What follows belongs to an exercise in optimizing a design on an open flow for small area, a short achievable clock period and few clock cycles; a production flow would make more cautious choices. RTL that was checked went through simulation tests only; none was proved equivalent to the original. Power is estimated from default activity; no workload was simulated.

## v31
// vpu_core
module vpu_core (
    input  logic               clk,
    input  logic               rst_n,
    input  logic               en,
    output vpu_pkg::pc_t       pc,
    input  vpu_pkg::instr_t    instr,
    output vpu_pkg::mem_addr_t mem_addr,
    output logic               mem_read,
    output logic               mem_write,
    output vpu_pkg::vec_t      mem_wdata,
    input  vpu_pkg::vec_t      mem_rdata,
    output logic               data_out_vld,
    output vpu_pkg::vec_t      data_out,
    output vpu_pkg::reg_addr_t reg_wb
);
For scale: about 3200 cells after synthesis, roughly 250 I/O pins.
export LEC_CHECK = 0
export CAP_MARGIN = 20
export CORE_MARGIN = 2
export CORE_UTILIZATION = 40
export CTS_BUF_LIST = sky130_fd_sc_hd__clkbuf_16
export CTS_CLUSTER_DIAMETER = 100
export CTS_CLUSTER_SIZE = 24
export SETUP_SLACK_MARGIN = 3.0
export SLEW_MARGIN = 20
export TNS_END_PERCENT = 5
create_clock -name core_clock -period 5.5 [get_ports {clk}]
standard.sh (not shown) runs the stock make flow with config.mk's settings and CLKGATE_MAP_FILE= SYNTH_SCRIPT=/design/flow/synth_recipe.tcl, a recipe that flattens the netlist after the stock synthesis.
==> flow/flow/run.sh <==
#!/bin/bash
set -euo pipefail
cd "$(dirname "$0")/.."
export BUFFER_PORTS_ARGS="-buffer_cell sky130_fd_sc_hd__buf_1"
bash standard.sh finish > standard_flow.log 2>&1
Testbench counts of v31, summed over its fixed seeds: cycles 17,656.
The following lists how v41 was set up differently from v31:
- a change of SETUP_SLACK_MARGIN from 3.0 to 2.9
- a deleted TNS_END_PERCENT that had been 5
## What came out
Between v31 and v41, the sequential cell count figures differ only marginally.
Compared with v31, overall power after layout in v41 decreased slightly.
On final layout net count: v41 sits above v31.
Delta (v41 minus v31): post-route core utilization grew by 0.23 points; share of cells above drive strength 1 climbed 1.0 points; via count shrank by about 0.6%.
For ratio of final minimum period to clock period, v31 and v41 come out practically identical.
v41 vs. v31: routed wire length went down by about 0.33%.
Setup changes, v41 to v54
- SETUP_SLACK_MARGIN: 2.9 -> 2.6
==> comparison <==
- Minimum clock period after layout: higher on v54
- Summary — transition time at the pin with the least slew margin, v54 relative to v41: higher, by 160 ps.
- Leakage component of the power: v54 < v41
- v54: sequential power is about 1% higher than what v41 reported.

* * *

## old
vpu_core, a different RTL version from the one above (not shown whole).
Size in the first run: roughly 3,100 cells after synthesis, about 250 I/O pins, ~0.039 sq mm of cells after synthesis.
==> flow/config.mk <==
export PLATFORM = sky130hd
export DESIGN_NAME = vpu_core
export DESIGN_NICKNAME = vpu_core
export VERILOG_FILES = /design/flow/design.v
export SDC_FILE = /design/flow/constraint.sdc
export NUM_CORES = 4
export LEC_CHECK = 0
export CAP_MARGIN = 20
export CORE_MARGIN = 2
export CORE_UTILIZATION = 40
export CTS_BUF_LIST = sky130_fd_sc_hd__clkbuf_16
export CTS_CLUSTER_DIAMETER = 100
export CTS_CLUSTER_SIZE = 24
export SETUP_SLACK_MARGIN = 2.8
export SLEW_MARGIN = 20
==> flow/constraint.sdc <==
create_clock -name core_clock -period 5.5 [get_ports {clk}]
set_input_delay 1.1000 -clock core_clock [delete_from_list [all_inputs] [get_ports {clk}]]
set_output_delay 1.1000 -clock core_clock [all_outputs]
set_load 0.01 [all_outputs]
Scripts as last shown in full above: flow/flow/run.sh
Relative to old, the following input files were edited for new:
- a change of SETUP_SLACK_MARGIN from 2.8 to 3.0
[summary]
new: PASS, flow complete, no timing, DRC or antenna violations. Initial antenna violation count: new vs old down 1. Row number of cells in the finished layout apart from fillers: new higher / old lower. Number of cells on the worst reg-to-reg path for new is higher than for old. From old to new the numbers moved as follows: total cell area at the placement stage held, combinational power went up 15%, clock period minus worst slack went down 0.13 ns. Compared with old, in new setup slack climbed 0.13 ns; portion of total power attributed to the clock network went down by 0.9 points; switching portion of total power barely changed.
No run of this note included a check of the RTL's function; only the layout flow was run.

* * *

## before
Another version of the RTL of vpu_core (not shown whole).
Size: about 2600 cells after synthesis, about 33000 µm² of cells after synthesis.
clock: 5.5 ns
lec_check: 0
cap_margin: 20
core_margin: 2
core_utilization: 40
setup_slack_margin: 2.8
slew_margin: 20
run.sh (not shown) runs the stock make flow with config.mk's settings and CLKGATE_MAP_FILE= SYNTH_SCRIPT=/design/flow/synth_recipe.tcl, a recipe that flattens the netlist after the stock synthesis.
Stock flow here: none of the scripts above is used.
Testbench counts of before, summed over its fixed seeds: cycles 17,973.
Here is what was changed in the inputs of after compared with before.
Settings: changing SETUP_SLACK_MARGIN from 2.8 to 2.0.
Findings:
- When after is measured against before, its multi-input gate count turns out 1.2% lower.
- Of before and after, the run reporting the lower sequential share of layout area was before.
- [after] count of cells along the worst register-to-register path rose 5 relative to before

* * *

RTL: one of the versions met above, not the one the previous note started from.
Size in the first run: about 790 flip-flops, roughly 250 I/O pins, ~40000 µm² of cells after synthesis.
clock: 5.5 ns
lec_check: 0
cap_margin: 20
core_margin: 2
core_utilization: 40
cts_buf_list: sky130_fd_sc_hd__clkbuf_16
cts_cluster_diameter: 100
cts_cluster_size: 24
setup_slack_margin: 2.8
slew_margin: 20
standard.sh (not shown) runs the stock make flow with config.mk's settings and CLKGATE_MAP_FILE= SYNTH_SCRIPT=/design/flow/synth_recipe.tcl, a recipe that flattens the netlist after the stock synthesis.
Scripts as last shown in full above: flow/flow/run.sh
The first run ran to the end with no violations.
Testbench counts at the start, summed over its fixed seeds: cycles 17,656.
Then changed:
- SETUP_SLACK_MARGIN: 2.8 -> 3.0
Result: The changed run produced a clean layout; clock power increases by about 2%; sequential power decreases by about 1%; non-clock buffer count increases by 74; die area does not change; maximum frequency increases by about 3.3%; final area increases by 3.6%; first-iteration DRC count decreases by 8.6%.

* * *

Another version of the RTL of vpu_core (not shown whole).
Size: roughly 3,000 cells after synthesis, about 790 flip-flops, about 250 I/O pins.
clock: 5.5 ns
lec_check: 0
cap_margin: 20
core_margin: 2
core_utilization: 40
cts_buf_list: sky130_fd_sc_hd__clkbuf_16
cts_cluster_diameter: 100
cts_cluster_size: 24
setup_slack_margin: 3.0
slew_margin: 20
==> flow/flow/run.sh <==
#!/bin/bash
set -euo pipefail
cd "$(dirname "$0")/.."
export BUFFER_PORTS_ARGS="-buffer_cell sky130_fd_sc_hd__buf_4"
bash standard.sh finish > standard_flow.log 2>&1
The baseline passed the timing, DRC and antenna checks.
Change:
==> flow/run.sh (new file) <==
#!/bin/bash
# synth_recipe.tcl (not shown) runs the flow's synth.tcl, then flattens the netlist and writes it again
# the make line also repeats each setting of config.mk as NAME=value (left out here)
make -C /OpenROAD-flow-scripts/flow DESIGN_CONFIG=/design/flow/config.mk WORK_HOME=/design/flow/orfs CLKGATE_MAP_FILE= SYNTH_SCRIPT=/design/flow/synth_recipe.tcl finish
- SETUP_SLACK_MARGIN: 3.0 -> 2.9
removed: flow/flow/run.sh
removed: flow/standard.sh
What happened: Fmax fell by 1.5%. Clock-buffer cell count rose by 2. Routed wire length is higher by 2.1%. Area after synthesis does not change. Register-to-register slack got worse by 0.04 ns.
Change:
==> flow/flow/run.sh (new file) <==
#!/bin/bash
set -euo pipefail
cd "$(dirname "$0")/.."
export BUFFER_PORTS_ARGS="-buffer_cell sky130_fd_sc_hd__buf_1"
bash standard.sh finish > standard_flow.log 2>&1
==> flow/standard.sh (new file) <==
#!/bin/bash
# synth_recipe.tcl (not shown) runs the flow's synth.tcl, then flattens the netlist and writes it again
# the make line also repeats each setting of config.mk as NAME=value (left out here)
make -C /OpenROAD-flow-scripts/flow DESIGN_CONFIG=/design/flow/config.mk WORK_HOME=/design/flow/orfs CLKGATE_MAP_FILE= SYNTH_SCRIPT=/design/flow/synth_recipe.tcl "${@:-finish}"
- SETUP_SLACK_MARGIN: 2.9 -> 3.2
removed: flow/run.sh
Effect: Total power increases by about 1.5%. Setup slack improves by 0.022 ns. Fmax increases by about 0.8%. Sequential power stays flat. Wire length decreases by about 2%.
No run of this note included a check of the RTL's function; only the layout flow was run.

-- port drivers added, routing unchanged --
How much do the figures lean on ideal ports? The routed layouts below were timed once more, with nothing changed but the port constraints.
Step 1 sets driving cells, clkbuf_16 on the clock port and buf_2 on the other inputs (assumed; they add their load-dependent delay and slew).
Step 2 times the ports against the registers' clock, not the clock port: input delays grow and output delays shrink by t, the midpoint of the rising clock arrivals with the driver on.
a / b / c = ideal ports / drivers / drivers and shift; a / b = the first two.
run	shift t [ns]	setup slack, ns	hold WS [ns]
v31	0.667	2.772 / 2.719 / 2.102	0.430 / 0.430 / 0.430
v41	0.674	2.776 / 2.746 / 2.243	0.430 / 0.430 / 0.430
v54	0.684	2.567 / 2.567 / 2.012	0.432 / 0.432 / 0.432
old	0.690	2.318 / 2.318 / 2.272	0.432 / 0.432 / 0.432
new	0.692	2.445 / 2.445 / 2.445	0.426 / 0.426 / 0.426
before	0.681	1.473 / 1.473 / 1.473	0.429 / 0.429 / 0.429
after	0.684	1.373 / 1.373 / 1.373	0.421 / 0.421 / 0.421
the first run of note 4	0.690	2.698 / 2.655 / 2.026	0.443 / 0.443 / 0.443
the second run of note 4	0.687	2.788 / 2.740 / 2.462	0.439 / 0.439 / 0.439
the first run of note 5	0.674	2.582 / 2.582 / 2.146	0.433 / 0.433 / 0.433
the second run of note 5	0.675	2.537 / 2.537 / 2.134	0.446 / 0.446 / 0.446
the third run of note 5	0.674	2.560 / 2.560 / 2.534	0.426 / 0.426 / 0.426
After both steps setup and hold are still met in every run listed. For the first run of note 4, which loses most, drivers alone change the setup slack by -0.043 ns; drivers and shift together by -0.672 ns.
